This design comes from an exercise in tuning for a short achievable clock period and few clock cycles on the open sky130 flow, not from production work.
At most, simulation tests tie the RTL to the original design; equivalence was not proved.
Only the layout flow was run in runs 1 and 2; the RTL was not checked for function there.
Power and IR drop assume default switching activity.

[flow/config.mk]
export PLATFORM = sky130hd
export DESIGN_NAME = cpuTop
export DESIGN_NICKNAME = cpuTop
export VERILOG_FILES = /design/flow/design.v
export SDC_FILE = /design/flow/constraint.sdc
export NUM_CORES = 4
export LEC_CHECK = 0
export CAP_MARGIN = 20
export CORE_MARGIN = 2
export CORE_UTILIZATION = 40
export SLEW_MARGIN = 20
[flow/constraint.sdc]
create_clock -name core_clock -period 11.0 [get_ports {clk}]
set_input_delay 2.2000 -clock core_clock [delete_from_list [all_inputs] [get_ports {clk}]]
set_output_delay 2.2000 -clock core_clock [all_outputs]
set_load 0.01 [all_outputs]
[flow/design.v]
package isaPkg;
	typedef logic [17:0] instrT;
	typedef logic [15:0] dataT;
	typedef logic [3:0] regSelT;
	typedef logic [3:0] opcodeT;
	typedef struct packed {
		logic low;
		logic negative;
		logic zero;
	} flagsT;
	localparam int NUM_REGS = 16;
	localparam regSelT LINK_REG = 4'd12;
	localparam regSelT SP_REG = 4'd13;
	localparam logic [1:0] TYPE_N = 2'b00;
	localparam opcodeT N_REG_ALU = 4'd0;
	localparam opcodeT N_MEM_REG = 4'd1;
	localparam opcodeT MOVMR = 4'd0;
	localparam opcodeT MOVRM = 4'd1;
	localparam opcodeT ALU_INC = 4'd0;
	localparam opcodeT ALU_DEC = 4'd1;
	localparam opcodeT ADD = 4'd2;
	localparam opcodeT SUB = 4'd3;
	localparam opcodeT AND = 4'd4;
	localparam opcodeT OR = 4'd5;
	localparam opcodeT XOR = 4'd6;
	localparam opcodeT NOT = 4'd7;
	localparam opcodeT LSH = 4'd8;
	localparam opcodeT RSH = 4'd9;
	localparam opcodeT ARSH = 4'd10;
	localparam opcodeT CMP = 4'd11;
	localparam opcodeT MOVR = 4'd12;
	localparam opcodeT MUL = 4'd13;
	localparam opcodeT FMUL = 4'd14;
	localparam opcodeT CALL = 4'd4;
	localparam opcodeT MOVMRI = 4'd5;
	localparam opcodeT MOVRMI = 4'd6;
	localparam opcodeT RET = 4'd7;
	localparam opcodeT JL = 4'd8;
	localparam opcodeT JLE = 4'd9;
	localparam opcodeT JNE = 4'd10;
	localparam opcodeT JE = 4'd11;
	localparam opcodeT POP = 4'd12;
	localparam opcodeT PUSH = 4'd13;
	localparam opcodeT PUSHI = 4'd14;
	localparam opcodeT INCDEC = 4'd15;
	localparam logic [1:0] INCR = 2'd0;
	localparam logic [1:0] DECR = 2'd1;
endpackage
package corePkg;
	typedef enum logic [1:0] {
		ST_FETCH,
		ST_EXEC,
		ST_MEM,
		ST_WB
	} seqStateT;
	typedef enum logic {
		OPB_REG,
		OPB_IMM
	} operandSelT;
	typedef enum logic [1:0] {
		WB_ALU,
		WB_MEM,
		WB_PCLINK
	} wbDataSelT;
	typedef enum logic [1:0] {
		PC_INC,
		PC_JUMP,
		PC_LINK
	} pcSelT;
	typedef enum logic [1:0] {
		ADR_PC,
		ADR_IMM,
		ADR_SRCREG,
		ADR_SP
	} addrSelT;
endpackage
module cpuTop (
	input  logic        clk,
	input  logic        rst,
	input  logic [17:0] wbDatIn,
	input  logic        wbAck,
	output logic [15:0] wbAdr,
	output logic [15:0] wbDatOut,
	output logic        wbWe,
	output logic        wbCyc,
	output logic        wbStb
);
	localparam int CW = 5;             
	localparam int CN = 1 << CW;
	localparam int TW = 16 - CW;
	localparam int PW = 16;            
	localparam logic [3:0] OP_ADD = 4'd2;
	localparam logic [3:0] OP_SUB = 4'd3;
	localparam logic [3:0] OP_AND = 4'd4;
	localparam logic [3:0] OP_OR = 4'd5;
	localparam logic [3:0] OP_XOR = 4'd6;
	localparam logic [3:0] OP_NOT = 4'd7;
	localparam logic [3:0] OP_LSH = 4'd8;
	localparam logic [3:0] OP_RSH = 4'd9;
	localparam logic [3:0] OP_ARSH = 4'd10;
	localparam logic [3:0] OP_PASSB = 4'd12;
	logic [15:0] regs [16];
	logic        fLow;
	logic [15:0] flagRes;              
	logic [15:0] fpc;                  
	logic [15:0] pfp;                  
	logic        fbV;                  
	logic [15:0] fbAdr;
	logic [17:0] fbDat;
	logic [CN-1:0] cV;
	logic [TW-1:0] cTag [CN];
	logic [17:0]   cDat [CN];
	logic        dV;
	logic [17:0] dIr;
	logic [15:0] dPc, dPred;
	logic        eV;
	logic [3:0]  eOp;
	logic        eSub, eWr, eFlagWr, eLowSub;
	logic [3:0]  eWIdx;
	logic [15:0] eA, eB, eS;
	logic        eFwdA, eFwdB, eFwdS;
	logic        eLd, eSt;
	logic [1:0]  eAdrSel;
	logic        eJcc, eCall, eRet;
	logic [1:0]  eCond;
	logic [15:0] eTarget, ePcInc, ePred;
	logic        eEqT, eEqI;
	logic [15:0] r1;                   
	logic        r1Wr, r1Flag, r1Low;
	logic [3:0]  r1Idx;
	logic        ldPend;               
	logic [3:0]  ldDst;
	logic        qV, qWe;              
	logic [15:0] qAdr, qDat;
	logic        bFetch, bLoad;        
	assign wbStb = wbCyc;
	logic ack, busFree;
	assign ack = wbCyc & wbAck;
	assign busFree = !wbCyc | wbAck;
	logic [15:0] A, B, S, bOp, res, memAdr, npc, flagSrc;
	logic [16:0] sum;
	logic        curLow, fNeg, fZero, taken, misp, eMem, eStall, eGo;
	assign A = eFwdA ? r1 : eA;
	assign B = eFwdB ? r1 : eB;
	assign S = eFwdS ? r1 : eS;
	assign bOp = eSub ? ~B : B;
	assign sum = {1'b0, A} + {1'b0, bOp} + {16'd0, eSub};
	always_comb begin
		case (eOp)
			OP_ADD, OP_SUB: res = sum[15:0];
			OP_AND: res = A & B;
			OP_OR: res = A | B;
			OP_XOR: res = A ^ B;
			OP_NOT: res = ~B;
			OP_LSH: res = A << B[3:0];
			OP_RSH: res = A >> B[3:0];
			OP_ARSH: res = 16'($signed(A) >>> B[3:0]);
			default: res = B;
		endcase
	end
	assign flagSrc = r1Flag ? r1 : flagRes;
	assign curLow = r1Flag ? r1Low : fLow;
	assign fNeg = flagSrc[15];
	assign fZero = flagSrc == 16'd0;
	always_comb begin
		case (eCond)
			2'd0: taken = curLow | fNeg;
			2'd1: taken = curLow | fNeg | fZero;
			2'd2: taken = !fZero;
			default: taken = fZero;
		endcase
	end
	assign npc = eRet ? A : (eCall || (eJcc && taken)) ? eTarget : ePcInc;
	assign misp = eV && (eJcc ? (taken ? !eEqT : !eEqI) : eRet ? (A != ePred) : eCall ? !eEqT : 1'b0);
	assign memAdr = (eAdrSel == 2'd1) ? A : (eAdrSel == 2'd2) ? A - 16'd1 : B;
	assign eMem = eLd || eSt;
	assign eStall = eV && eMem && qV;
	assign eGo = eV && !eStall;
	logic        isN, immForm, isAlu, aluWr, flagWr;
	logic [3:0]  nsub, sop, op, rd, rs, rp, idxA, idxS;
	logic        isCall, isRet, isJcc, isPush, isPop, isIncDec;
	logic        isLd, isSt, isMovmr, isMovrm, isMovmri, isMovrmi;
	logic [15:0] absAdr, dPcInc, rdA, rdB, rdS, valB;
	logic        useRegB, dWr;
	logic [3:0]  dWIdx, dOp;
	logic        haz, dGo;
	assign isN = dIr[17:16] == 2'b00;
	assign nsub = dIr[15:12];
	assign sop = dIr[17:14];
	assign rd = dIr[11:8];
	assign rs = dIr[3:0];
	assign rp = dIr[13:10];
	assign immForm = isN && nsub[3:1] != 3'b000;
	assign op = immForm ? nsub : dIr[7:4];
	assign isAlu = isN && nsub != 4'd1;
	assign aluWr = isAlu && ((op >= 4'd2 && op <= 4'd10) || op == 4'd12);
	assign flagWr = isAlu && (op >= 4'd2 && op <= 4'd11);
	assign isMovmr = isN && nsub == 4'd1 && dIr[7:4] == 4'd0;
	assign isMovrm = isN && nsub == 4'd1 && dIr[7:4] == 4'd1;
	assign isCall = sop == 4'd4;
	assign isMovmri = sop == 4'd5;
	assign isMovrmi = sop == 4'd6;
	assign isRet = sop == 4'd7;
	assign isJcc = sop[3:2] == 2'b10;
	assign isPop = sop == 4'd12 && rp != 4'd12 && rp != 4'd13;
	assign isPush = sop == 4'd13;
	assign isIncDec = sop == 4'd15 && !dIr[13];
	assign isLd = isMovmr || isMovmri || isPop;
	assign isSt = isMovrm || isMovrmi || isPush;
	assign absAdr = {2'b00, dIr[13:0]};
	assign dPcInc = dPc + 16'd1;
	assign idxA = (isPush || isPop) ? 4'd13 : isRet ? 4'd12 : rd;
	assign idxS = isPush ? rp : rd;
	assign rdA = (r1Wr && r1Idx == idxA) ? r1 : regs[idxA];
	assign rdB = (r1Wr && r1Idx == rs) ? r1 : regs[rs];
	assign rdS = (r1Wr && r1Idx == idxS) ? r1 : regs[idxS];
	assign useRegB = isN && (nsub == 4'd0 || nsub == 4'd1);
	always_comb begin
		if (useRegB)
			valB = rdB;
		else if (immForm)
			valB = {8'h00, dIr[7:0]};
		else if (isMovmri || isMovrmi)
			valB = absAdr;
		else if (isCall)
			valB = dPcInc;
		else
			valB = 16'd1;
	end
	always_comb begin
		if (isIncDec)
			dOp = dIr[12] ? OP_SUB : OP_ADD;
		else if (isPush)
			dOp = OP_ADD;
		else if (isPop)
			dOp = OP_SUB;
		else if (isCall)
			dOp = OP_PASSB;
		else if (op == 4'd11)
			dOp = OP_SUB;
		else
			dOp = op;
	end
	assign dWr = aluWr || isIncDec || isCall || isPush || isPop;
	assign dWIdx = isCall ? 4'd12 : (isPush || isPop) ? 4'd13 : rd;
	assign haz = ldPend && (isLd || rd == ldDst || rs == ldDst || rp == ldDst ||
		(!isN && ldDst[3:2] == 2'b11));
	assign dGo = dV && !haz && (!eV || eGo) && !misp;
	logic [CW-1:0] fIdx, pIdx;
	logic [CN-1:0] match;
	logic          hitC, hitB, hit, fMatch, dFree;
	logic [17:0]   cIns;
	logic [15:0]   predC, predW, fpcInc, pfDist;
	logic          eIssue, pfHit, pfOk, lastF;
	assign fIdx = fpc[CW-1:0];
	always_comb
		for (int i = 0; i < CN; i++)
			match[i] = cV[i] && cTag[i] == fpc[15:CW];
	assign hitC = match[fIdx];
	assign hitB = fbV && fbAdr == fpc;
	assign hit = hitC || hitB;
	assign cIns = hitB ? fbDat : cDat[fIdx];
	assign fMatch = wbCyc && bFetch && wbAdr == fpc;
	assign dFree = !dV || dGo;
	assign fpcInc = fpc + 16'd1;
	function automatic logic [15:0] predict(logic [17:0] ins, logic [15:0] link, logic [15:0] seq);
		if (ins[17:14] == 4'd4 || ins[17:16] == 2'b10)
			predict = {2'b00, ins[13:0]};
		else if (ins[17:14] == 4'd7)
			predict = link;
		else
			predict = seq;
	endfunction
	assign predC = predict(cIns, regs[12], fpcInc);
	assign predW = predict(wbDatIn, regs[12], fpcInc);
	assign pIdx = pfp[CW-1:0];
	assign pfHit = cV[pIdx] && cTag[pIdx] == pfp[15:CW];
	assign pfDist = pfp - fpc;
	assign pfOk = pfDist != 16'd0 && pfDist <= 16'(PW);
	assign eIssue = eGo && eMem;
	logic        sel;
	logic [1:0]  nCyc, nWe, nBF, nBL, nQV, nIssF, nIssP, nToQ, nDV, nDLoad, nLd;
	logic [15:0] nAdr [2];
	logic [15:0] nDat [2];
	logic [15:0] nFpc [2];
	logic [15:0] nPred [2];
	logic [17:0] nIr [2];
	for (genvar k = 0; k < 2; k++) begin : g_next
		busNext #(.ACK(k)) i_next (
			.wbCyc(wbCyc), .wbWe(wbWe), .bFetch(bFetch), .bLoad(bLoad),
			.wbAdr(wbAdr), .wbDatOut(wbDatOut),
			.qV(qV), .qWe(qWe), .qAdr(qAdr), .qDat(qDat),
			.fMatch(fMatch), .hit(hit), .cIns(cIns), .predC(predC),
			.wbDatIn(wbDatIn), .predW(predW),
			.misp(misp), .npc(npc), .fpc(fpc), .dFree(dFree), .dV(dV), .dGo(dGo),
			.eIssue(eIssue), .eSt(eSt), .eLd(eLd), .memAdr(memAdr), .stData(S),
			.pfp(pfp), .pfOk(pfOk), .pfHit(pfHit), .ldPend(ldPend), .dGoLd(dGo && isLd),
			.nWbCyc(nCyc[k]), .nWbWe(nWe[k]), .nBFetch(nBF[k]), .nBLoad(nBL[k]),
			.nQV(nQV[k]), .issF(nIssF[k]), .issP(nIssP[k]), .toQ(nToQ[k]),
			.nWbAdr(nAdr[k]), .nWbDatOut(nDat[k]),
			.nFpc(nFpc[k]), .nDV(nDV[k]), .dLoad(nDLoad[k]), .nDIr(nIr[k]), .nDPred(nPred[k]),
			.nLdPend(nLd[k])
		);
	end
	assign sel = wbCyc & wbAck;
	always_ff @(posedge clk) begin
		if (rst) begin
			wbCyc <= 1'b0;
			wbWe <= 1'b0;
			bFetch <= 1'b0;
			bLoad <= 1'b0;
			qV <= 1'b0;
			lastF <= 1'b0;
			pfp <= 16'd1;
			fbV <= 1'b0;
			fpc <= '0;
			dV <= 1'b0;
			eV <= 1'b0;
			r1Wr <= 1'b0;
			r1Flag <= 1'b0;
			ldPend <= 1'b0;
			fLow <= 1'b0;
			flagRes <= 16'd1;
			for (int i = 0; i < 16; i++)
				regs[i] <= '0;
			cV <= '0;
		end else begin
			wbCyc <= sel ? nCyc[1] : nCyc[0];
			wbWe <= sel ? nWe[1] : nWe[0];
			bFetch <= sel ? nBF[1] : nBF[0];
			bLoad <= sel ? nBL[1] : nBL[0];
			qV <= sel ? nQV[1] : nQV[0];
			fpc <= sel ? nFpc[1] : nFpc[0];
			dV <= sel ? nDV[1] : nDV[0];
			ldPend <= sel ? nLd[1] : nLd[0];
			lastF <= sel ? nIssF[1] : nIssF[0];
			if (lastF)
				pfp <= wbAdr + 16'd1;
			else if (pfOk && (pfHit || (sel ? nIssP[1] : nIssP[0])))
				pfp <= pfp + 16'd1;
			else if (!pfOk)
				pfp <= fpcInc;
			fbV <= ack && bFetch;
			if (fbV)
				cV[fbAdr[CW-1:0]] <= 1'b1;
			if (ack && wbWe && ((fbV && fbAdr == wbAdr) || cTag[wbAdr[CW-1:0]] == wbAdr[15:CW]))
				cV[wbAdr[CW-1:0]] <= 1'b0;
			if (dGo)
				eV <= 1'b1;
			else if (eGo)
				eV <= 1'b0;
			r1Wr <= eGo && eWr;
			r1Flag <= eGo && eFlagWr;
			if (ack && bLoad)
				regs[ldDst] <= wbDatIn[15:0];
			if (r1Wr)
				regs[r1Idx] <= r1;
			if (r1Flag) begin
				fLow <= r1Low;
				flagRes <= r1;
			end
		end
	end
	always_ff @(posedge clk) begin
		wbAdr <= sel ? nAdr[1] : nAdr[0];
		wbDatOut <= sel ? nDat[1] : nDat[0];
		if (nToQ[0] && !sel) begin
			qAdr <= memAdr;
			qDat <= S;
			qWe <= eSt;
		end
		if (ack && bFetch) begin
			fbAdr <= wbAdr;
			fbDat <= wbDatIn;
		end
		if (fbV) begin
			cTag[fbAdr[CW-1:0]] <= fbAdr[15:CW];
			cDat[fbAdr[CW-1:0]] <= fbDat;
		end
		if (sel ? nDLoad[1] : nDLoad[0]) begin
			dIr <= sel ? nIr[1] : nIr[0];
			dPc <= fpc;
			dPred <= sel ? nPred[1] : nPred[0];
		end
		r1 <= res;
		r1Idx <= eWIdx;
		r1Low <= eLowSub && !sum[16];
		if (dGo) begin
			eOp <= dOp;
			eSub <= dOp == OP_SUB;
			eWr <= dWr;
			eWIdx <= dWIdx;
			eFlagWr <= flagWr;
			eLowSub <= flagWr && (op == 4'd3 || op == 4'd11);
			eA <= rdA;
			eB <= valB;
			eS <= rdS;
			eFwdA <= eV && eWr && eWIdx == idxA;
			eFwdB <= useRegB && eV && eWr && eWIdx == rs;
			eFwdS <= eV && eWr && eWIdx == idxS;
			eLd <= isLd;
			eSt <= isSt;
			eAdrSel <= isPush ? 2'd1 : isPop ? 2'd2 : 2'd0;
			eJcc <= isJcc;
			eCall <= isCall;
			eRet <= isRet;
			eCond <= sop[1:0];
			eTarget <= absAdr;
			ePcInc <= dPcInc;
			ePred <= dPred;
			eEqT <= dPred == absAdr;
			eEqI <= dPred == dPcInc;
			if (isLd)
				ldDst <= isPop ? rp : rd;
		end else if (eV) begin
			eA <= A;
			eB <= B;
			eS <= S;
			eFwdA <= 1'b0;
			eFwdB <= 1'b0;
			eFwdS <= 1'b0;
		end
	end
endmodule
module busNext #(
	parameter bit ACK = 1'b0
) (
	input  logic        wbCyc, wbWe, bFetch, bLoad,
	input  logic [15:0] wbAdr, wbDatOut,
	input  logic        qV, qWe,
	input  logic [15:0] qAdr, qDat,
	input  logic        fMatch, hit,
	input  logic [17:0] cIns,
	input  logic [15:0] predC,
	input  logic [17:0] wbDatIn,
	input  logic [15:0] predW,
	input  logic        misp,
	input  logic [15:0] npc, fpc,
	input  logic        dFree, dV, dGo,
	input  logic        eIssue, eSt, eLd,
	input  logic [15:0] memAdr, stData,
	input  logic [15:0] pfp,
	input  logic        pfOk, pfHit, ldPend, dGoLd,
	output logic        nWbCyc, nWbWe, nBFetch, nBLoad, nQV, issF, issP, toQ,
	output logic [15:0] nWbAdr, nWbDatOut,
	output logic [15:0] nFpc,
	output logic        nDV, dLoad,
	output logic [17:0] nDIr,
	output logic [15:0] nDPred,
	output logic        nLdPend
);
	logic busFree, fromBus, fDel, fReq, issQ, issE, done;
	logic [15:0] pred, fAdr;
	assign done = ACK;
	assign busFree = ACK ? 1'b1 : !wbCyc;
	assign fromBus = ACK ? fMatch : 1'b0;
	assign pred = fromBus ? predW : predC;
	assign fDel = dFree && !misp && (hit || fromBus);
	always_comb begin
		fReq = 1'b0;
		fAdr = fpc;
		if (misp) begin
			fReq = 1'b1;
			fAdr = npc;
		end else if (fDel && fromBus) begin
			fReq = 1'b1;
			fAdr = predW;
		end else if (!fDel && !hit && !fMatch) begin
			fReq = 1'b1;
		end
	end
	assign issQ = qV && busFree;
	assign issE = !qV && eIssue && busFree;
	assign toQ = !qV && eIssue && !busFree;
	assign issF = !qV && !eIssue && busFree && fReq;
	assign issP = !qV && !eIssue && busFree && !fReq && pfOk && !pfHit;
	always_comb begin
		nWbCyc = wbCyc;
		nWbWe = wbWe;
		nBFetch = bFetch;
		nBLoad = bLoad;
		nWbAdr = wbAdr;
		nWbDatOut = wbDatOut;
		if (done) begin
			nWbCyc = 1'b0;
			nWbWe = 1'b0;
			nBFetch = 1'b0;
			nBLoad = 1'b0;
		end
		if (issQ) begin
			nWbCyc = 1'b1;
			nWbWe = qWe;
			nBFetch = 1'b0;
			nBLoad = !qWe;
			nWbAdr = qAdr;
			nWbDatOut = qDat;
		end else if (issE) begin
			nWbCyc = 1'b1;
			nWbWe = eSt;
			nBFetch = 1'b0;
			nBLoad = eLd;
			nWbAdr = memAdr;
			nWbDatOut = stData;
		end else if (issF || issP) begin
			nWbCyc = 1'b1;
			nWbWe = 1'b0;
			nBFetch = 1'b1;
			nBLoad = 1'b0;
			nWbAdr = issF ? fAdr : pfp;
		end
	end
	assign nQV = issQ ? 1'b0 : toQ ? 1'b1 : qV;
	assign nFpc = misp ? npc : fDel ? pred : fpc;
	assign nDV = misp ? 1'b0 : fDel ? 1'b1 : dGo ? 1'b0 : dV;
	assign dLoad = fDel;
	assign nDIr = fromBus ? wbDatIn : cIns;
	assign nDPred = pred;
	assign nLdPend = dGoLd ? 1'b1 : (done && bLoad) ? 1'b0 : ldPend;
endmodule
[flow/flow/run.sh]
#!/bin/bash
set -euo pipefail
bash standard.sh SETUP_SLACK_MARGIN=8 "BUFFER_PORTS_ARGS=-buffer_cell sky130_fd_sc_hd__buf_4" finish > make_finish.log 2>&1
[flow/standard.sh]
#!/bin/bash
# synth_recipe.tcl (not shown) runs the flow's synth.tcl, then flattens the netlist and writes it again
# the make line also repeats each setting of config.mk as NAME=value (left out here)
make -C /OpenROAD-flow-scripts/flow DESIGN_CONFIG=/design/flow/config.mk WORK_HOME=/design/flow/orfs CLKGATE_MAP_FILE= SYNTH_SCRIPT=/design/flow/synth_recipe.tcl "${@:-finish}"
==> results of run 1 <==
==> repair_timing <==
item,in CTS,in global routing
endpoints found under the setup margin,1253,904
cloned,101,39
gates resized for setup,948,520
pin swaps,214,234
setup buffers,501,198
==> through the flow <==
step	hold slack [ns]	std cells	cell area, sq um	utilization	setup WS (ns)
final	0.500	10047	113000	0.529	6.71
after CTS	0.495	9781	108000	0.505	7.11
after global placement	0.415	8860	91200	0.425	5.13
after detailed placement	0.421	8861	91200	0.426	5.16
after floorplan	0.403	6298	88400	-	6.57
after global routing	0.515	10034	113000	0.529	6.74
==> routing by layer <==
metal,GRT usage,share of wire,vias up
li1,-,-,26528
met1,0.414,0.34,34437
met2,0.495,0.43,5952
met3,0.0995,0.14,1714
met4,0.208,0.086,18
met5,0,0.00064,-
==> flip-flops by register name, indices dropped and copies added, names as in the netlist, 18 cells and up, named ones only <==
name / count
cDat: 576
cTag: 352
regs: 256
cV: 32
dIr: 18
fbDat: 18
==> tightest hold or removal path, stage by stage, from the launching register on <==
cell	delay [ns]
dfxtp_1	0.33
mux2i_1	0.07
nor2_1	0.07
==> power breakdown <==
part	switching, mW	internal (mW)
clock network	2.60	3.37
logic	0.784	0.593
registers	0.106	6.61
==> logic make-up (layout without fill, tap and decap cells) <==
group / count (synthesis) / count (layout) / share of synthesized area
other: 0 / 14 / 0
muxes: 893 / 893 / 0.188
AOI/OAI and AO/OA: 1164 / 1168 / 0.0958
DFF: 1590 / 1590 / 0.538
xor gates and xnor gates: 609 / 609 / 0.0619
buffers and inverters: 632 / 1511 / 0.0297
adders and majority gates: 76 / 76 / 0.0111
and+or+nand+nor: 1334 / 1348 / 0.0749
==> how the worst max path moves through the flow <==
stage,depth (start not counted),start,slack (ns),to
5_1_grt,11,r1[10]$_DFF_P_,6.74,fpc[0]$_SDFFE_PP0P_
6_report,11,r1[1]$_DFF_P_,6.71,flop
3_5_place_dp,11,flop,5.16,fpc[4]$_SDFFE_PP0P_
2_1_floorplan,9,wbDatIn[17],6.57,wbAdr[12]$_DFFE_PN_
3_3_place_gp,11,flop,5.13,dPred[2]$_DFFE_PP_
4_1_cts,10,wbDatIn[15],7.11,wbAdr[12]$_DFFE_PN_
==> final cells by class <==
cell class	count	area [sq um]
fillers	17079	101000
diodes	14	35.0
clock inverters	106	1180
flip-flops and latches	1590	46500
repair buffers	1078	14000
multi-input cells	4094	43000
well taps	2838	3550
inverters	104	541
repair inverters	11	151
clock buffers	212	4530
==> placed cells by master, fill, tap and decap left out, types with 91 or more instances in the layout <==
cell / count
edfxtp_1: 1457
mux4_2: 574
buf_4: 530
xnor2_1: 318
nand2_1: 298
a22o_1: 274
xor2_1: 250
nor2_1: 234
buf_6: 200
clkbuf_16: 199
a21oi_1: 184
mux2i_1: 172
buf_12: 166
o21ai_0: 106
nand3_1: 101
dfxtp_1: 99
nand4_1: 91
==> results.toml, run 1 <==
[drt]
wirelength_mm = 379
via_per_inst = 6.83
drc = 0
vias = 68649
avgRoutedWirePerCell_microns = 37.7
dr.pass1.iters = 9
drt_iter0_markers = 10714
drtAntennaViolNets = 0

[synthesis]
synth-edff-count = 1457
ys_async_sr_fraction = 0
syn_area_per_cell_sq_um = 13.7
synthMostInstantiatedCell = "edfxtp_1"
ys_warn_count = 8
yosys-top-cells-area = "edfxtp_1 (51%), mux4_2 (15%), xnor2_1 (3.5%)"
synth_top_flop_cell = "edfxtp_1"
synth_top_area_frac = 0.508
yosys-top-cells-count = "edfxtp_1 (1,457), mux4_2 (574), xnor2_1 (345)"
yosys.area.top_type = "edfxtp_1"
yosysSeqAreaShare = 0.538
synth_nets = 6395
syn_area_sq_um = 86200
ys_types = 100
synth-seq-cells = 1590
synth_cells = 6298

[timing]
max_freq_mhz = 233
rsz0062_at_grt = "true"
tightestPinTransition_ns = 1.38
final.min_clock_period_ns = 4.29
relSlewSlack = 0.0800
period_share = 0.390
clock_skew_ns = 0.0707
setup_viol = 0
fin_setup_tns_ns = 0
slew_violations = 0
finalHoldViolations = 0

[global_routing]
antenna_found_initial = 27
grt_pass1_wl_mm = 506
grt_pass1_vias = 63705
grt_usage = 0.329
overflow = 0
grt_max_degree = 65

[setup_path]
critPathBufInv = 2
critPathMaxStageDelay_ns = 1.02
cp.required_ns = 11.76
crit_type = "reg2reg"
crit_arrival_ns = 5.05
crit_family = "compound AO/OA/AOI/OAI gates"
start_kind = "flop"
crit_path_end_kind = "flop"
r2r-start = "r1[1]$_DFF_P_"
crit_path_top_delay_cell = "a311oi_1"
path_max_fanout = 24
cp_cell_sequence = "buf_6, nor4_2, nand4_1, buf_4, mux2i_1, or4_1, nand4b_1, a211oi_2, nor2_1, a311oi_1, o21a_1"
ff2ff_setup_slack_ns = 6.71
r2r_cells = 11

[pwr]
power.density_nw_per_um2 = 124
max-vdd-ir-drop_v = 0.000163
leakagePower_nw = 38.6
p_total_mw = 14.1

[floorplan]
pin_count = 56
core_sq_um = 214000
die-area_sq_um = 219000
rows = 170
die_w_microns = 468
fp.dieH_microns = 468
start_util = 0.402

[final_layout]
nNetsFinal = 7149
drive_gt1_frac = 0.386
syn_to_final_growth_pct = 31.6

[hold_path]
hp-class = "reg2reg"
hp-start = "flagRes[4]$_SDFF_PP0_"
worstHoldPathCells = 2
min_to = "flagRes[4]$_SDFF_PP0_"

[cts]
cts_sinks = 1590
cts_buffers = 173
clk_pin_slew_worst_paths_ns = 0.06
tritoncts = "done"
ctsHoldBuffers = 0
clkLatencyLatePin_ns = 0.87
clock-root-buffer = "clkbuf_16"
cts_max_path_buffers = 3
htree_levels = 4

[place]
dpl.hpwl_mm = 214
port_buffers = 55
gp_congestion = 0.995

[run_status]
status = "complete, no violations"

[flow_run]
drv_cap = 0
==> inputs of run 2 (changes only) <==
--- a/flow/design.v
+++ b/flow/design.v
@@ -85,6 +85,8 @@
 	output logic        wbCyc,
 	output logic        wbStb
 );
+	logic [15:0] bAdr, bDatOut;
+	logic        bWe, bCyc;
 	localparam int CW = 5;             
 	localparam int CN = 1 << CW;
 	localparam int TW = 16 - CW;
@@ -104,12 +106,10 @@
 	logic [15:0] flagRes;              
 	logic [15:0] fpc;                  
 	logic [15:0] pfp;                  
-	logic        fbV;                  
-	logic [15:0] fbAdr;
-	logic [17:0] fbDat;
 	logic [CN-1:0] cV;
 	logic [TW-1:0] cTag [CN];
 	logic [17:0]   cDat [CN];
+	logic [CN-1:0] cJ, cR;             
 	logic        dV;
 	logic [17:0] dIr;
 	logic [15:0] dPc, dPred;
@@ -133,10 +133,11 @@
 	logic        qV, qWe;              
 	logic [15:0] qAdr, qDat;
 	logic        bFetch, bLoad;        
-	assign wbStb = wbCyc;
+	assign wbCyc = bCyc;
+	assign wbStb = bCyc;
 	logic ack, busFree;
-	assign ack = wbCyc & wbAck;
-	assign busFree = !wbCyc | wbAck;
+	assign ack = bCyc & wbAck;
+	assign busFree = !bCyc | wbAck;
 	logic [15:0] A, B, S, bOp, res, memAdr, npc, flagSrc;
 	logic [16:0] sum;
 	logic        curLow, fNeg, fZero, taken, misp, eMem, eStall, eGo;
@@ -144,7 +145,23 @@
 	assign B = eFwdB ? r1 : eB;
 	assign S = eFwdS ? r1 : eS;
 	assign bOp = eSub ? ~B : B;
-	assign sum = {1'b0, A} + {1'b0, bOp} + {16'd0, eSub};
+	always_comb begin
+		logic [15:0] g, p, gg, pp, c;
+		g = A & bOp;
+		p = A ^ bOp;
+		gg = g;
+		pp = p;
+		for (int d = 1; d < 16; d = d * 2)
+			for (int i = 15; i >= d; i--) begin
+				gg[i] = gg[i] | (pp[i] & gg[i-d]);
+				pp[i] = pp[i] & pp[i-d];
+			end
+		c[0] = eSub;
+		for (int i = 1; i < 16; i++)
+			c[i] = gg[i-1] | (pp[i-1] & eSub);
+		sum[15:0] = p ^ c;
+		sum[16] = gg[15] | (pp[15] & eSub);
+	end
 	always_comb begin
 		case (eOp)
 			OP_ADD, OP_SUB: res = sum[15:0];
@@ -248,7 +265,7 @@
 	assign dGo = dV && !haz && (!eV || eGo) && !misp;
 	logic [CW-1:0] fIdx, pIdx;
 	logic [CN-1:0] match;
-	logic          hitC, hitB, hit, fMatch, dFree;
+	logic          hit, fMatch, dFree, cInsJ, cInsR;
 	logic [17:0]   cIns;
 	logic [15:0]   predC, predW, fpcInc, pfDist;
 	logic          eIssue, pfHit, pfOk, lastF;
@@ -256,23 +273,32 @@
 	always_comb
 		for (int i = 0; i < CN; i++)
 			match[i] = cV[i] && cTag[i] == fpc[15:CW];
-	assign hitC = match[fIdx];
-	assign hitB = fbV && fbAdr == fpc;
-	assign hit = hitC || hitB;
-	assign cIns = hitB ? fbDat : cDat[fIdx];
-	assign fMatch = wbCyc && bFetch && wbAdr == fpc;
+	assign hit = match[fIdx];
+	assign cIns = cDat[fIdx];
+	assign cInsJ = cJ[fIdx];
+	assign cInsR = cR[fIdx];
+	assign fMatch = bCyc && bFetch && bAdr == fpc;
 	assign dFree = !dV || dGo;
 	assign fpcInc = fpc + 16'd1;
-	function automatic logic [15:0] predict(logic [17:0] ins, logic [15:0] link, logic [15:0] seq);
-		if (ins[17:14] == 4'd4 || ins[17:16] == 2'b10)
-			predict = {2'b00, ins[13:0]};
-		else if (ins[17:14] == 4'd7)
+	function automatic logic isJump(logic [17:0] ins);
+		isJump = ins[17:14] == 4'd4 || ins[17:16] == 2'b10;
+	endfunction
+	function automatic logic isRetIns(logic [17:0] ins);
+		isRetIns = ins[17:14] == 4'd7;
+	endfunction
+	function automatic logic [15:0] predict(logic j, logic r, logic [13:0] target, logic [15:0] link,
+			logic [15:0] seq);
+		if (j)
+			predict = {2'b00, target};
+		else if (r)
 			predict = link;
 		else
 			predict = seq;
 	endfunction
-	assign predC = predict(cIns, regs[12], fpcInc);
-	assign predW = predict(wbDatIn, regs[12], fpcInc);
+	assign predC = predict(cInsJ, cInsR, cIns[13:0], regs[12], fpcInc);
+	logic [15:0] predWNoJ;
+	assign predWNoJ = isRetIns(wbDatIn) ? regs[12] : fpcInc;
+	assign predW = isJump(wbDatIn) ? {2'b00, wbDatIn[13:0]} : predWNoJ;
 	assign pIdx = pfp[CW-1:0];
 	assign pfHit = cV[pIdx] && cTag[pIdx] == pfp[15:CW];
 	assign pfDist = pfp - fpc;
@@ -281,14 +307,17 @@
 	logic        sel;
 	logic [1:0]  nCyc, nWe, nBF, nBL, nQV, nIssF, nIssP, nToQ, nDV, nDLoad, nLd;
 	logic [15:0] nAdr [2];
+	logic [15:0] pA [2];
+	logic [15:0] pD [2];
+	logic [1:0]  pW;
 	logic [15:0] nDat [2];
 	logic [15:0] nFpc [2];
 	logic [15:0] nPred [2];
 	logic [17:0] nIr [2];
 	for (genvar k = 0; k < 2; k++) begin : g_next
 		busNext #(.ACK(k)) i_next (
-			.wbCyc(wbCyc), .wbWe(wbWe), .bFetch(bFetch), .bLoad(bLoad),
-			.wbAdr(wbAdr), .wbDatOut(wbDatOut),
+			.wbCyc(bCyc), .wbWe(bWe), .bFetch(bFetch), .bLoad(bLoad),
+			.wbAdr(bAdr), .wbDatOut(bDatOut),
 			.qV(qV), .qWe(qWe), .qAdr(qAdr), .qDat(qDat),
 			.fMatch(fMatch), .hit(hit), .cIns(cIns), .predC(predC),
 			.wbDatIn(wbDatIn), .predW(predW),
@@ -298,21 +327,21 @@
 			.nWbCyc(nCyc[k]), .nWbWe(nWe[k]), .nBFetch(nBF[k]), .nBLoad(nBL[k]),
 			.nQV(nQV[k]), .issF(nIssF[k]), .issP(nIssP[k]), .toQ(nToQ[k]),
 			.nWbAdr(nAdr[k]), .nWbDatOut(nDat[k]),
+			.pAdr(pA[k]), .pDatOut(pD[k]), .pWe(pW[k]),
 			.nFpc(nFpc[k]), .nDV(nDV[k]), .dLoad(nDLoad[k]), .nDIr(nIr[k]), .nDPred(nPred[k]),
 			.nLdPend(nLd[k])
 		);
 	end
-	assign sel = wbCyc & wbAck;
+	assign sel = bCyc & wbAck;
 	always_ff @(posedge clk) begin
 		if (rst) begin
-			wbCyc <= 1'b0;
-			wbWe <= 1'b0;
+			bCyc <= 1'b0;
+			bWe <= 1'b0;
 			bFetch <= 1'b0;
 			bLoad <= 1'b0;
 			qV <= 1'b0;
 			lastF <= 1'b0;
 			pfp <= 16'd1;
-			fbV <= 1'b0;
 			fpc <= '0;
 			dV <= 1'b0;
 			eV <= 1'b0;
@@ -325,8 +354,8 @@
 				regs[i] <= '0;
 			cV <= '0;
 		end else begin
-			wbCyc <= sel ? nCyc[1] : nCyc[0];
-			wbWe <= sel ? nWe[1] : nWe[0];
+			bCyc <= sel ? nCyc[1] : nCyc[0];
+			bWe <= sel ? nWe[1] : nWe[0];
 			bFetch <= sel ? nBF[1] : nBF[0];
 			bLoad <= sel ? nBL[1] : nBL[0];
 			qV <= sel ? nQV[1] : nQV[0];
@@ -335,16 +364,15 @@
 			ldPend <= sel ? nLd[1] : nLd[0];
 			lastF <= sel ? nIssF[1] : nIssF[0];
 			if (lastF)
-				pfp <= wbAdr + 16'd1;
+				pfp <= bAdr + 16'd1;
 			else if (pfOk && (pfHit || (sel ? nIssP[1] : nIssP[0])))
 				pfp <= pfp + 16'd1;
 			else if (!pfOk)
 				pfp <= fpcInc;
-			fbV <= ack && bFetch;
-			if (fbV)
-				cV[fbAdr[CW-1:0]] <= 1'b1;
-			if (ack && wbWe && ((fbV && fbAdr == wbAdr) || cTag[wbAdr[CW-1:0]] == wbAdr[15:CW]))
-				cV[wbAdr[CW-1:0]] <= 1'b0;
+			if (ack && bFetch)
+				cV[bAdr[CW-1:0]] <= 1'b1;
+			if (ack && bWe && cTag[bAdr[CW-1:0]] == bAdr[15:CW])
+				cV[bAdr[CW-1:0]] <= 1'b0;
 			if (dGo)
 				eV <= 1'b1;
 			else if (eGo)
@@ -362,20 +390,18 @@
 		end
 	end
 	always_ff @(posedge clk) begin
-		wbAdr <= sel ? nAdr[1] : nAdr[0];
-		wbDatOut <= sel ? nDat[1] : nDat[0];
+		bAdr <= sel ? nAdr[1] : nAdr[0];
+		bDatOut <= sel ? nDat[1] : nDat[0];
 		if (nToQ[0] && !sel) begin
 			qAdr <= memAdr;
 			qDat <= S;
 			qWe <= eSt;
 		end
 		if (ack && bFetch) begin
-			fbAdr <= wbAdr;
-			fbDat <= wbDatIn;
-		end
-		if (fbV) begin
-			cTag[fbAdr[CW-1:0]] <= fbAdr[15:CW];
-			cDat[fbAdr[CW-1:0]] <= fbDat;
+			cTag[bAdr[CW-1:0]] <= bAdr[15:CW];
+			cDat[bAdr[CW-1:0]] <= wbDatIn;
+			cJ[bAdr[CW-1:0]] <= isJump(wbDatIn);
+			cR[bAdr[CW-1:0]] <= isRetIns(wbDatIn);
 		end
 		if (sel ? nDLoad[1] : nDLoad[0]) begin
 			dIr <= sel ? nIr[1] : nIr[0];
@@ -421,6 +447,11 @@
 			eFwdS <= 1'b0;
 		end
 	end
+	always_ff @(posedge clk) begin
+		wbAdr <= sel ? pA[1] : pA[0];
+		wbDatOut <= sel ? pD[1] : pD[0];
+		wbWe <= sel ? pW[1] : pW[0];
+	end
 endmodule
 module busNext #(
 	parameter bit ACK = 1'b0
@@ -443,77 +474,49 @@
 	input  logic        pfOk, pfHit, ldPend, dGoLd,
 	output logic        nWbCyc, nWbWe, nBFetch, nBLoad, nQV, issF, issP, toQ,
 	output logic [15:0] nWbAdr, nWbDatOut,
+	output logic [15:0] pAdr, pDatOut,
+	output logic        pWe,
 	output logic [15:0] nFpc,
 	output logic        nDV, dLoad,
 	output logic [17:0] nDIr,
 	output logic [15:0] nDPred,
 	output logic        nLdPend
 );
-	logic busFree, fromBus, fDel, fReq, issQ, issE, done;
-	logic [15:0] pred, fAdr;
+	logic busFree, fromBus, fDel, useW, demand, fReq, memReq, issue, done;
+	logic candWe, candFetch, candLoad;
+	logic [15:0] candAdr, candDat, memOrNpc;
 	assign done = ACK;
 	assign busFree = ACK ? 1'b1 : !wbCyc;
 	assign fromBus = ACK ? fMatch : 1'b0;
-	assign pred = fromBus ? predW : predC;
 	assign fDel = dFree && !misp && (hit || fromBus);
-	always_comb begin
-		fReq = 1'b0;
-		fAdr = fpc;
-		if (misp) begin
-			fReq = 1'b1;
-			fAdr = npc;
-		end else if (fDel && fromBus) begin
-			fReq = 1'b1;
-			fAdr = predW;
-		end else if (!fDel && !hit && !fMatch) begin
-			fReq = 1'b1;
-		end
-	end
-	assign issQ = qV && busFree;
-	assign issE = !qV && eIssue && busFree;
+	assign useW = !misp && fDel && fromBus;
+	assign demand = !hit && !fMatch;
+	assign memReq = qV || eIssue;
+	assign fReq = misp || useW || demand;
+	assign issue = busFree && (memReq || fReq || (pfOk && !pfHit));
+	assign issF = issue && !memReq && fReq;
+	assign issP = issue && !memReq && !fReq;
 	assign toQ = !qV && eIssue && !busFree;
-	assign issF = !qV && !eIssue && busFree && fReq;
-	assign issP = !qV && !eIssue && busFree && !fReq && pfOk && !pfHit;
-	always_comb begin
-		nWbCyc = wbCyc;
-		nWbWe = wbWe;
-		nBFetch = bFetch;
-		nBLoad = bLoad;
-		nWbAdr = wbAdr;
-		nWbDatOut = wbDatOut;
-		if (done) begin
-			nWbCyc = 1'b0;
-			nWbWe = 1'b0;
-			nBFetch = 1'b0;
-			nBLoad = 1'b0;
-		end
-		if (issQ) begin
-			nWbCyc = 1'b1;
-			nWbWe = qWe;
-			nBFetch = 1'b0;
-			nBLoad = !qWe;
-			nWbAdr = qAdr;
-			nWbDatOut = qDat;
-		end else if (issE) begin
-			nWbCyc = 1'b1;
-			nWbWe = eSt;
-			nBFetch = 1'b0;
-			nBLoad = eLd;
-			nWbAdr = memAdr;
-			nWbDatOut = stData;
-		end else if (issF || issP) begin
-			nWbCyc = 1'b1;
-			nWbWe = 1'b0;
-			nBFetch = 1'b1;
-			nBLoad = 1'b0;
-			nWbAdr = issF ? fAdr : pfp;
-		end
-	end
-	assign nQV = issQ ? 1'b0 : toQ ? 1'b1 : qV;
-	assign nFpc = misp ? npc : fDel ? pred : fpc;
+	assign memOrNpc = qV ? qAdr : eIssue ? memAdr : npc;
+	assign candAdr = (useW && !memReq) ? predW : (memReq || misp) ? memOrNpc : demand ? fpc : pfp;
+	assign candDat = qV ? qDat : stData;
+	assign candWe = qV ? qWe : eIssue ? eSt : 1'b0;
+	assign candFetch = !memReq;
+	assign candLoad = qV ? !qWe : eIssue ? eLd : 1'b0;
+	assign nWbCyc = issue ? 1'b1 : done ? 1'b0 : wbCyc;
+	assign nWbWe = issue ? candWe : done ? 1'b0 : wbWe;
+	assign nBFetch = issue ? candFetch : done ? 1'b0 : bFetch;
+	assign nBLoad = issue ? candLoad : done ? 1'b0 : bLoad;
+	assign nWbAdr = issue ? candAdr : wbAdr;
+	assign nWbDatOut = issue ? candDat : wbDatOut;
+	assign pAdr = busFree ? candAdr : wbAdr;
+	assign pDatOut = busFree ? candDat : wbDatOut;
+	assign pWe = busFree ? candWe : wbWe;
+	assign nQV = (qV && busFree) ? 1'b0 : toQ ? 1'b1 : qV;
+	assign nFpc = useW ? predW : misp ? npc : fDel ? predC : fpc;
 	assign nDV = misp ? 1'b0 : fDel ? 1'b1 : dGo ? 1'b0 : dV;
 	assign dLoad = fDel;
 	assign nDIr = fromBus ? wbDatIn : cIns;
-	assign nDPred = pred;
+	assign nDPred = useW ? predW : predC;
 	assign nLdPend = dGoLd ? 1'b1 : (done && bLoad) ? 1'b0 : ldPend;
 endmodule
==> run 2 against run 1 <==
- global-route usage down 1.5 points
- final area is 1.4% higher
- clock power is 3% higher
- hold slack got worse by 0.032 ns
- maximum frequency grew 2.0%
- sequential cell count increased by 62
- first-iteration DRC count is 5.6% higher
- core utilization down 0.46 points
- area after synthesis rose by 2.1%
- critical path type unchanged
- highest routed layer unchanged
==> results.toml, run 2 <==
[run_status]
status = "complete, no violations"

[timing]
period_share = 0.382
relSlewSlack = 0.149
tightestPinTransition_ns = 1.27
rsz0062_at_grt = "true"
fin_setup_tns_ns = 0
clock_skew_ns = 0.0731
setup_viol = 0
final.min_clock_period_ns = 4.21
max_freq_mhz = 238
finalHoldViolations = 0
slew_violations = 0

[floorplan]
start_util = 0.402
pin_count = 56
die_w_microns = 473
core_sq_um = 219000
rows = 172
fp.dieH_microns = 473
die-area_sq_um = 224000

[synthesis]
yosys.area.top_type = "edfxtp_1"
yosys-top-cells-count = "edfxtp_1 (1,487), mux4_2 (624), nand2_1 (458)"
synth_nets = 6501
synth-seq-cells = 1652
synth_top_area_frac = 0.507
ys_async_sr_fraction = 0
ys_warn_count = 8
syn_area_sq_um = 88000
yosys-top-cells-area = "edfxtp_1 (51%), mux4_2 (16%), dfxtp_1 (3.8%)"
synthMostInstantiatedCell = "edfxtp_1"
syn_area_per_cell_sq_um = 13.7
ys_types = 101
yosysSeqAreaShare = 0.545
synth-edff-count = 1487
synth_top_flop_cell = "edfxtp_1"
synth_cells = 6407

[setup_path]
cp_cell_sequence = "buf_8, clkinv_2, buf_4, mux2i_1, o22ai_1, nor2_1, xnor2_1, nor4_4, nand4_4, a211o_1, o21ai_4, bufinv_16, mux2_4"
crit_path_end_kind = "flop"
cp.required_ns = 11.75
path_max_fanout = 28
crit_type = "reg2reg"
start_kind = "flop"
crit_path_top_delay_cell = "mux2i_1"
crit_family = "buffers and inverters"
critPathBufInv = 4
crit_arrival_ns = 4.96
critPathMaxStageDelay_ns = 0.52

[drt]
vias = 68523
via_per_inst = 6.75
avgRoutedWirePerCell_microns = 36.1
wirelength_mm = 367
drtAntennaViolNets = 0
drt_iter0_markers = 11315
drc = 0
dr.pass1.iters = 6

[place]
port_buffers = 55
gp_congestion = 0.972
dp.cells = 8988
placed_cell_area_sq_um = 93100
dpl.hpwl_mm = 213

[pwr]
leakagePower_nw = 38.8
p_sw_mw = 15.0
seqPwrFrac = 0.250
comb_power_share = 0.572
p_clk_frac = 0.178
max-vdd-ir-drop_v = 0.000216
cellInternalPower_mw = 19.7
switching_share = 0.433
power.density_nw_per_um2 = 301

[global_routing]
overflow = 0
antenna_found_initial = 17
grt_pass1_vias = 64205
grt_usage = 0.314
grt_max_degree = 65
grt_pass1_wl_mm = 499

[final_layout]
largest_register_ffs = 576
seqCellArea_sq_um = 48100
fillerInstances = 17293
layout_common_cells = "edfxtp_1 (1,487), mux4_2 (624), buf_4 (495)"
nNetsFinal = 7221
final_common_cell = "edfxtp_1"
instances_no_fill = 10149
design_area_sq_um = 115000
multi_input_area_sq_um = 43700
syn_to_final_growth_pct = 30.7
drive_gt1_frac = 0.410

[cts]
cts_buffers = 172
tritoncts = "done"
clock-root-buffer = "clkbuf_16"
cts_sinks = 1652
clkLatencyLatePin_ns = 0.89
htree_levels = 4
clk_pin_slew_worst_paths_ns = 0.06
cts_max_path_buffers = 3

[hold_path]
hp-class = "reg2reg"

[flow_run]
drv_cap = 0
==> run 2: cell count changes in the layout (fill, tap and decap cells not counted), moves of 29 or more <==
| cell | before | now |
|---|---|---|
| xnor2_1 | 318 | 289 |
| nor3_1 | 82 | 40 |
| buf_4 | 530 | 495 |
| mux2i_1 | 172 | 105 |
| edfxtp_1 | 1457 | 1487 |
| mux2_2 | 26 | 81 |
| a21oi_2 | 44 | 108 |
| nand2_1 | 298 | 420 |
| a21oi_1 | 184 | 150 |
| o21ai_1 | 35 | 74 |
| mux4_2 | 574 | 624 |
| dfxtp_2 | 11 | 46 |
| nor2_4 | 78 | 109 |
==> run 2: final cells by class <==
class,instances,area share
Sequential cell,1652,0.418
Multi-Input combinational cell,4176,0.380
Timing Repair Buffer,1015,0.112
Clock buffer,215,0.0399
Tap cell,2871,0.0312
Clock inverter,105,0.0111
Inverter,88,0.00455
Timing Repair inverter,22,0.00278
Antenna cell,5,0.000109
==> run 2: logic make-up (layout without fill, tap and decap cells) <==
logic type	after synthesis	count (layout)	synth area share
flops	1652	1652	0.545
other cells	0	5	0
xor+xnor	565	565	0.0562
simple gates	1443	1467	0.0772
buf+inv	611	1445	0.0284
compound gates	1169	1175	0.0901
mux	894	896	0.193
fa+ha+maj	73	73	0.0104
==> run 2: final timing paths <==
path | slack [ns] | end | cells past startpoint | startpoint
setup reg to reg | 6.79 | flop | 13 | flop
hold / removal | 0.47 | wbDatOut[14]$_DFF_P_ | 1 | bDatOut[14]$_DFFE_PP_
setup / recovery | 6.79 | flop | 13 | flop
hold reg to reg | 0.47 | wbDatOut[14]$_DFF_P_ | 1 | bDatOut[14]$_DFFE_PP_
==> run 2: through the flow <==
stage	utilization	total power [mW]	hold slack (ns)	setup WS, ns
2_1_floorplan	-	17.5	0.403	7.00
6_report	0.525	34.7	0.468	6.79
3_5_place_dp	0.425	22.3	0.467	5.26
4_1_cts	0.502	31.8	0.471	6.88
5_1_grt	0.525	35.4	0.489	6.78
3_3_place_gp	0.424	22.2	0.459	5.28
==> run 2: routing by layer <==
metal / global-route usage / wire, microns / vias to the layer above
met2: 0.465 / 159000 / 5944
met5: 0 / 104 / -
met4: 0.188 / 29200 / 16
li1: - / - / 26728
met1: 0.407 / 128000 / 34410
met3: 0.0919 / 49700 / 1425
==> run 2: repair_timing <==
item,4_1_cts,5_1_grt
resized for setup,990,550
cloned,101,27
setup buffers,500,207
hold buffers,0,0
endpoints found under the hold margin,0,0
endpoints found under the setup margin,2043,1022
pin swaps,220,201
==> run 2: power groups by stage <==
stage          Sequential (mW)  Combinational (mW)  Clock (mW)
6_report                  8.66                19.8        6.16
5_1_grt                   8.69                20.3        6.40
4_1_cts                   8.62                17.0        6.15
3_5_place_dp              8.92                13.3           0
3_3_place_gp              8.90                13.3           0
2_1_floorplan             8.42                9.04           0
==> inputs of run 3 (changes only) <==
--- a/flow/design.v
+++ b/flow/design.v
@@ -102,10 +102,11 @@
 	localparam logic [3:0] OP_ARSH = 4'd10;
 	localparam logic [3:0] OP_PASSB = 4'd12;
 	logic [15:0] regs [16];
-	logic        fLow;
-	logic [15:0] flagRes;              
+	logic        fLow, fNeg, fZero;
 	logic [15:0] fpc;                  
 	logic [15:0] pfp;                  
+	logic        pcV;                  
+	logic [15:0] pcAdr;
 	logic [CN-1:0] cV;
 	logic [TW-1:0] cTag [CN];
 	logic [17:0]   cDat [CN];
@@ -138,9 +139,10 @@
 	logic ack, busFree;
 	assign ack = bCyc & wbAck;
 	assign busFree = !bCyc | wbAck;
-	logic [15:0] A, B, S, bOp, res, memAdr, npc, flagSrc;
+	logic [15:0] A, B, S, bOp, res, memAdr, npc, npcZ, npcNZ;
 	logic [16:0] sum;
-	logic        curLow, fNeg, fZero, taken, misp, eMem, eStall, eGo;
+	logic        curLow, curNeg, curZero, takenZ, takenNZ, mispZ, mispNZ, mispO;
+	logic        misp, eMem, eStall, eGo;
 	assign A = eFwdA ? r1 : eA;
 	assign B = eFwdB ? r1 : eB;
 	assign S = eFwdS ? r1 : eS;
@@ -175,20 +177,24 @@
 			default: res = B;
 		endcase
 	end
-	assign flagSrc = r1Flag ? r1 : flagRes;
 	assign curLow = r1Flag ? r1Low : fLow;
-	assign fNeg = flagSrc[15];
-	assign fZero = flagSrc == 16'd0;
+	assign curNeg = r1Flag ? r1[15] : fNeg;
+	assign curZero = r1Flag ? (r1 == 16'd0) : fZero;
 	always_comb begin
 		case (eCond)
-			2'd0: taken = curLow | fNeg;
-			2'd1: taken = curLow | fNeg | fZero;
-			2'd2: taken = !fZero;
-			default: taken = fZero;
+			2'd0: begin takenZ = curLow | curNeg; takenNZ = curLow | curNeg; end
+			2'd1: begin takenZ = 1'b1; takenNZ = curLow | curNeg; end
+			2'd2: begin takenZ = 1'b0; takenNZ = 1'b1; end
+			default: begin takenZ = 1'b1; takenNZ = 1'b0; end
 		endcase
 	end
-	assign npc = eRet ? A : (eCall || (eJcc && taken)) ? eTarget : ePcInc;
-	assign misp = eV && (eJcc ? (taken ? !eEqT : !eEqI) : eRet ? (A != ePred) : eCall ? !eEqT : 1'b0);
+	assign npcZ = (eCall || (eJcc && takenZ)) ? eTarget : ePcInc;
+	assign npcNZ = (eCall || (eJcc && takenNZ)) ? eTarget : ePcInc;
+	assign npc = eRet ? A : curZero ? npcZ : npcNZ;
+	assign mispZ = eJcc && (takenZ ? !eEqT : !eEqI);
+	assign mispNZ = eJcc && (takenNZ ? !eEqT : !eEqI);
+	assign mispO = eRet ? (A != ePred) : (eCall && !eEqT);
+	assign misp = eV && (mispO || (curZero ? mispZ : mispNZ));
 	assign memAdr = (eAdrSel == 2'd1) ? A : (eAdrSel == 2'd2) ? A - 16'd1 : B;
 	assign eMem = eLd || eSt;
 	assign eStall = eV && eMem && qV;
@@ -323,7 +329,7 @@
 			.wbDatIn(wbDatIn), .predW(predW),
 			.misp(misp), .npc(npc), .fpc(fpc), .dFree(dFree), .dV(dV), .dGo(dGo),
 			.eIssue(eIssue), .eSt(eSt), .eLd(eLd), .memAdr(memAdr), .stData(S),
-			.pfp(pfp), .pfOk(pfOk), .pfHit(pfHit), .ldPend(ldPend), .dGoLd(dGo && isLd),
+			.pfp(pcAdr), .pfOk(pcV), .pfHit(1'b0), .ldPend(ldPend), .dGoLd(dGo && isLd),
 			.nWbCyc(nCyc[k]), .nWbWe(nWe[k]), .nBFetch(nBF[k]), .nBLoad(nBL[k]),
 			.nQV(nQV[k]), .issF(nIssF[k]), .issP(nIssP[k]), .toQ(nToQ[k]),
 			.nWbAdr(nAdr[k]), .nWbDatOut(nDat[k]),
@@ -342,6 +348,7 @@
 			qV <= 1'b0;
 			lastF <= 1'b0;
 			pfp <= 16'd1;
+			pcV <= 1'b0;
 			fpc <= '0;
 			dV <= 1'b0;
 			eV <= 1'b0;
@@ -349,7 +356,8 @@
 			r1Flag <= 1'b0;
 			ldPend <= 1'b0;
 			fLow <= 1'b0;
-			flagRes <= 16'd1;
+			fNeg <= 1'b0;
+			fZero <= 1'b0;
 			for (int i = 0; i < 16; i++)
 				regs[i] <= '0;
 			cV <= '0;
@@ -364,11 +372,17 @@
 			ldPend <= sel ? nLd[1] : nLd[0];
 			lastF <= sel ? nIssF[1] : nIssF[0];
 			if (lastF)
-				pfp <= bAdr + 16'd1;
-			else if (pfOk && (pfHit || (sel ? nIssP[1] : nIssP[0])))
-				pfp <= pfp + 16'd1;
+				pfp <= bAdr + 16'd2;
 			else if (!pfOk)
 				pfp <= fpcInc;
+			else if (pfHit || !pcV)
+				pfp <= pfp + 16'd1;
+			if (lastF)
+				pcV <= 1'b1;
+			else if (!pcV)
+				pcV <= pfOk && !pfHit;
+			else if (sel ? nIssP[1] : nIssP[0])
+				pcV <= 1'b0;
 			if (ack && bFetch)
 				cV[bAdr[CW-1:0]] <= 1'b1;
 			if (ack && bWe && cTag[bAdr[CW-1:0]] == bAdr[15:CW])
@@ -385,7 +399,8 @@
 				regs[r1Idx] <= r1;
 			if (r1Flag) begin
 				fLow <= r1Low;
-				flagRes <= r1;
+				fNeg <= r1[15];
+				fZero <= r1 == 16'd0;
 			end
 		end
 	end
@@ -408,6 +423,10 @@
 			dPc <= fpc;
 			dPred <= sel ? nPred[1] : nPred[0];
 		end
+		if (lastF)
+			pcAdr <= bAdr + 16'd1;
+		else if (!pcV)
+			pcAdr <= pfp;
 		r1 <= res;
 		r1Idx <= eWIdx;
 		r1Low <= eLowSub && !sum[16];
--- a/flow/config.mk
+++ b/flow/config.mk
@@ -8,4 +8,6 @@
 export CAP_MARGIN = 20
 export CORE_MARGIN = 2
 export CORE_UTILIZATION = 40
+export CTS_CLUSTER_DIAMETER = 60
+export CTS_CLUSTER_SIZE = 24
 export SLEW_MARGIN = 20
==> run 3 against run 2 <==
- highest routed layer unchanged
- still clean
- critical path depth increased by 3
- critical path type unchanged
- clock skew decreased by 0.015 ns
- hold slack improved by 0.010 ns
- final area increased by 3.6%
- synthesized cell count increased by 0.16%
- area after synthesis increased by 0.61%
==> results.toml, run 3 <==
[synthesis]
ys_types = 96
synth_top_area_frac = 0.510
synth-simple-area-share = 0.0753
syn_area_per_cell_sq_um = 13.8
synth-edff-count = 1503
ys_async_sr_fraction = 0
synth_top_family_by_area = "multiplexers"
synthXorXnorAreaFrac = 0.0585
synth_top_flop_cell = "edfxtp_1"
synthMuxAreaShare = 0.196
synth_nets = 6513
syn_area_sq_um = 88600
synthMostInstantiatedCell = "edfxtp_1"
yosys-top-cells-area = "edfxtp_1 (51%), mux4_2 (16%), dfxtp_1 (3.4%)"
yosys.area.top_type = "edfxtp_1"
yosysSeqAreaShare = 0.544
synth_compound_area_frac = 0.0868
synth_fa_ha_area_frac = 0.0106
synth_cells = 6417
yosys-top-cells-count = "edfxtp_1 (1,503), mux4_2 (627), nand2_1 (445)"
ys_warn_count = 8
synth-seq-cells = 1655

[final_layout]
instances_no_fill = 10301
syn_to_final_growth_pct = 34.6
drive_gt1_frac = 0.425
nNetsFinal = 7318
layout_common_cells = "edfxtp_1 (1,503), mux4_2 (627), buf_4 (425)"
design_area_sq_um = 119000
largest_register_ffs = 576
fillerInstances = 17159
final_common_cell = "edfxtp_1"
final_util = 0.542

[pwr]
cellInternalPower_mw = 15.6
p_clk_frac = 0.206
power.density_nw_per_um2 = 219
p_sw_mw = 10.5
max-vdd-ir-drop_v = 0.000168
comb_power_share = 0.483
seqPwrFrac = 0.312
p_total_mw = 26.1
leakagePower_nw = 40.3
switching_share = 0.403

[setup_path]
cp_common_cell = "buf_12"
critPathMaxStageDelay_ns = 0.43
crit_arrival_ns = 4.41
crit_type = "reg2reg"
crit_path_top_delay_cell = "dfxtp_4"
crit_family = "compound AO/OA/AOI/OAI gates"
cp_cell_sequence = "buf_12, buf_12, buf_12, xor2_4, nor4_4, nand3_2, a211oi_4, a31oi_4, a211oi_4, buf_6, nor3_4, buf_6, buf_12, mux2i_4, o31ai_1, o211ai_1"
critPathBufInv = 6
cp.required_ns = 11.59
start_kind = "flop"
path_max_fanout = 6
crit_path_end_kind = "flop"

[timing]
setup_viol = 0
holdWs_ns = 0.478
slew_violations = 0
tightestPinTransition_ns = 1.21
rsz0062_at_grt = "true"
final.min_clock_period_ns = 3.82
max_freq_mhz = 261
setup_slack_ns = 7.18
relSlewSlack = 0.187
finalHoldViolations = 0
clock_skew_ns = 0.0579
period_share = 0.348
fin_setup_tns_ns = 0

[floorplan]
die-area_sq_um = 225000
rows = 172
start_util = 0.403
pin_count = 56
fp.dieH_microns = 475
die_w_microns = 475
core_sq_um = 220000

[flow_run]
drv_cap = 0

[cts]
cts_max_path_buffers = 3
htree_levels = 4
tritoncts = "done"
clock-root-buffer = "clkbuf_16"
clkLatencyLatePin_ns = 0.88
ctsHoldBuffers = 0
clk_pin_slew_worst_paths_ns = 0.08
cts_buffers = 137
cts_sinks = 1655

[drt]
drt_iter0_markers = 12480
via_per_inst = 6.81
dr.pass1.iters = 9
drc = 0
avgRoutedWirePerCell_microns = 38.9
wirelength_mm = 400
vias = 70193
drtAntennaViolNets = 0

[place]
placed_cell_area_sq_um = 93500
pre_cts_ws_ns = 5.00
dp.cells = 9078
gp_congestion = 0.975
dpl.hpwl_mm = 213
port_buffers = 55

[hold_path]
hp-class = "reg2reg"

[global_routing]
grt_pass1_wl_mm = 529
antenna_found_initial = 18
overflow = 0
grt_max_degree = 66
grt_pass1_vias = 64803
grt_usage = 0.338

[run_status]
status = "complete, no violations"
==> run 3: final cells by class <==
cell class | instances | area, sq um | share of cell area
repair inverters | 15 | 241 | 0.00202
flip-flops and latches | 1655 | 48300 | 0.405
clock inverters | 96 | 1120 | 0.00936
clock buffers | 152 | 3640 | 0.0305
multi-input cells | 4159 | 44400 | 0.372
repair buffers | 1169 | 17300 | 0.145
inverters | 85 | 494 | 0.00414
diodes | 12 | 30.0 | 0.000252
well taps | 2958 | 3700 | 0.0310
==> run 3: power groups by stage <==
stage,Combinational [mW],Sequential (mW),Clock [mW]
5_1_grt,12.8,8.13,5.57
3_5_place_dp,8.35,8.33,0
4_1_cts,11.0,8.08,5.34
3_3_place_gp,8.32,8.32,0
2_1_floorplan,5.60,7.98,0
6_report,12.6,8.12,5.37
==> run 3: final timing paths <==
kind,cells past startpoint,slack (ns),to,startpoint
hold reg to reg,1,0.48,wbDatOut[3]$_DFF_P_,bDatOut[3]$_DFFE_PP_
setup reg to reg,16,7.18,wbAdr[15]$_DFF_P_,fpc[6]$_SDFFE_PP0P_
hold / removal,1,0.48,wbDatOut[3]$_DFF_P_,bDatOut[3]$_DFFE_PP_
setup / recovery,16,7.18,wbAdr[15]$_DFF_P_,fpc[6]$_SDFFE_PP0P_
==> run 3: routing by layer <==
metal / part of all wire / vias up / track usage
met5: 0.00046 / - / 0
met4: 0.083 / 12 / 0.201
met3: 0.14 / 1500 / 0.110
met2: 0.43 / 6272 / 0.496
met1: 0.34 / 35437 / 0.436
li1: - / 26972 / -
==> run 3: logic make-up after synthesis <==
kind of cell    Yosys count
mux                     934
buf+inv                 611
fa+ha+maj                75
compound gates         1123
xor+xnor                590
flops                  1655
simple gates           1429
==> run 3: repair_timing <==
action / CTS / global route
gates resized for setup: 1385 / 529
gates cloned: 179 / 31
pin swaps: 232 / 192
setup endpoints to repair: 2097 / 2018
buffers inserted: 540 / 213
Testbench counts of run 3, summed over its fixed seeds: cycles 42,196.
==> inputs of run 4 (changes only) <==
--- a/flow/config.mk
+++ b/flow/config.mk
@@ -8,6 +8,4 @@
 export CAP_MARGIN = 20
 export CORE_MARGIN = 2
 export CORE_UTILIZATION = 40
-export CTS_CLUSTER_DIAMETER = 60
-export CTS_CLUSTER_SIZE = 24
 export SLEW_MARGIN = 20
==> run 4 against run 3 <==
- maximum frequency decreased by 0.61%
- sequential share of layout area decreased by 0.23 points
- combinational power about the same
- final area increased by 0.55%
==> results.toml, run 4 <==
[run_status]
status = "complete, no violations"

[setup_path]
crit_path_end_kind = "flop"
cp_common_cell = "buf_6"
crit_arrival_ns = 4.45
crit_path_top_delay_cell = "nor4_1"
critPathMaxStageDelay_ns = 0.48
crit_path_start = "fpc[12]$_SDFFE_PP0P_"
crit_family = "simple AND/OR/NAND/NOR gates"
critPathBufInv = 4
cp.required_ns = 11.60
cp_cell_sequence = "buf_16, xnor2_2, nand4_1, nor4_1, o41ai_2, a211oi_4, buf_6, nor3_4, buf_6, mux2i_2, buf_4, o31ai_1, o211ai_1"
path_max_fanout = 16
r2r-start = "fpc[12]$_SDFFE_PP0P_"
crit_type = "reg2reg"
ff2ff_setup_slack_ns = 7.15
start_kind = "flop"

[cts]
ctsHoldBuffers = 0
clkLatencyLatePin_ns = 0.89
cts_buffers = 180
tritoncts = "done"
clk_pin_slew_worst_paths_ns = 0.06
clock-root-buffer = "clkbuf_16"
cts_sinks = 1655
cts_max_path_buffers = 3
htree_levels = 4

[synthesis]
synth-edff-count = 1503
syn_area_per_cell_sq_um = 13.8
yosys-top-cells-count = "edfxtp_1 (1,503), mux4_2 (627), nand2_1 (445)"
syn_area_sq_um = 88600
synthMostInstantiatedCell = "edfxtp_1"
ys_warn_count = 8
synth-seq-cells = 1655
yosys-top-cells-area = "edfxtp_1 (51%), mux4_2 (16%), dfxtp_1 (3.4%)"
synth_top_flop_cell = "edfxtp_1"
synth_cells = 6417
synth_nets = 6513
ys_types = 96
yosysSeqAreaShare = 0.544
yosys.area.top_type = "edfxtp_1"
synth_top_area_frac = 0.510
ys_async_sr_fraction = 0

[final_layout]
instances_no_fill = 10393
drive_gt1_frac = 0.418
largest_register_ffs = 576
nNetsFinal = 7358
layout_common_cells = "edfxtp_1 (1,503), mux4_2 (627), buf_4 (436)"
final_common_cell = "edfxtp_1"
syn_to_final_growth_pct = 35.4

[timing]
finalHoldViolations = 0
period_share = 0.350
clock_skew_ns = 0.0586
tightestPinTransition_ns = 1.08
holdWs_ns = 0.480
rsz0062_at_grt = "true"
setup_viol = 0
relSlewSlack = 0.275
fin_setup_tns_ns = 0
slew_violations = 0
final.min_clock_period_ns = 3.85
max_freq_mhz = 260

[place]
port_buffers = 55
dpl.hpwl_mm = 213
dp.cells = 9078
gp_congestion = 0.975

[drt]
via_per_inst = 6.81
drc = 0
vias = 70820
dr.pass1.iters = 9
drt-met1-wl_mm = 138
highest_layer = "met5"
drtAntennaViolNets = 0
drt_iter0_markers = 12295
wirelength_mm = 402
wl_met2_mm = 170
wl_met3_mm = 60.4
avgRoutedWirePerCell_microns = 38.7

[floorplan]
rows = 172
die-area_sq_um = 225000
fp.dieH_microns = 475
start_util = 0.403
die_w_microns = 475
pin_count = 56
core_sq_um = 220000

[pwr]
max-vdd-ir-drop_v = 0.000168
p_total_mw = 26.9
power.density_nw_per_um2 = 224
leakagePower_nw = 40.9
p_sw_mw = 10.5
cellInternalPower_mw = 16.3
comb_power_share = 0.459
seqPwrFrac = 0.303
switching_share = 0.392
p_clk_frac = 0.239

[global_routing]
grt_max_degree = 66
grt_pass1_wl_mm = 526
overflow = 0
grt_pass1_vias = 65268
antenna_found_initial = 24
grt_usage = 0.336

[flow_run]
drv_cap = 0

[hold_path]
hp-class = "reg2reg"
hp-start = "bDatOut[1]$_DFFE_PP_"
==> run 4: routing by layer <==
layer,GRT usage,vias to the layer above
li1,-,27068
met2,0.488,6507
met4,0.198,14
met1,0.431,35656
met5,0,-
met3,0.120,1575
==> run 4: path summary, 6_finish.rpt <==
path	end	depth (start not counted)
max	wbAdr[15]$_DFF_P_	13
min	wbDatOut[1]$_DFF_P_	1
max reg2reg	wbAdr[15]$_DFF_P_	13
min reg2reg	wbDatOut[1]$_DFF_P_	1
==> run 4: per-stage QoR <==
stage          utilization  area (sq um)  setup slack [ns]
3_5_place_dp         0.425         93500              5.00
5_1_grt              0.545        120000              7.12
2_1_floorplan            -         90900              6.79
3_3_place_gp         0.425         93500              5.16
4_1_cts              0.521        115000              7.31
6_report             0.545        120000              7.15
==> run 4: what timing repair did <==
action / 4_1_cts / 5_1_grt
pin swaps: 214 / 176
setup endpoints to repair: 2096 / 1949
gates resized for setup: 1255 / 541
cloned: 155 / 55
setup buffers: 546 / 204
==> run 4: layout make-up <==
class,count,area [sq um]
tap,2958,3700
antenna,16,40.0
inverter,85,489
timing repair buffer,1164,17000
timing repair inverter,16,234
clock inverter,120,1370
sequential,1655,48300
multi-input combinational,4160,44100
clock buffer,219,4750
fill,17017,100000
==> run 4: cell families after synthesis <==
group | synth area share
DFF | 0.544
and+or+nand+nor | 0.0753
AOI/OAI and AO/OA | 0.0868
muxes | 0.196
buffers and inverters | 0.0291
xor gates and xnor gates | 0.0585
adders and majority gates | 0.0106
==> run 4: power groups by stage <==
stage	clock network [mW]	registers, mW	logic [mW]
2_1_floorplan	0	7.98	5.60
3_3_place_gp	0	8.32	8.32
3_5_place_dp	0	8.33	8.35
4_1_cts	6.40	8.09	10.8
5_1_grt	6.65	8.14	12.5
6_report	6.41	8.13	12.3

## re-timing with driven ports
No port has a modelled driver above. Below, the same layouts with a new extraction and two added sets of constraints.
Step 1 assumes that a clkbuf_16 drives the clock port and a buf_2 every other input.
Step 2 moves the port delays by t, midway between the first and last clock arrival at a register: inputs arrive t later, outputs are due t later. That takes back most of the time a late clock gives input paths.
a / b / c = no drivers / after step 1 / after step 2; a / b = the first two.
run | t, ns | setup slack, ns | hold WS [ns] | worst data-port slew with drivers (ns) | cell pins on the clock port's net
run 1 | 0.949 | 6.709 / 6.709 / 5.944 | 0.500 / 0.500 / 0.500 | 0.26 | 1
run 2 | 0.941 | 6.793 / 6.793 / 6.437 | 0.468 / 0.468 / 0.468 | 0.42 | 1
run 3 | 0.957 | 7.175 / 7.175 / 6.477 | 0.478 / 0.478 / 0.478 | 0.21 | 1
run 4 | 0.962 | 7.152 / 7.152 / 6.445 | 0.480 / 0.480 / 0.480 | 0.21 | 1
After both steps every run listed still meets setup and hold. For run 1, which loses most, drivers alone change the setup slack by 0.000 ns; drivers and shift together by -0.765 ns.
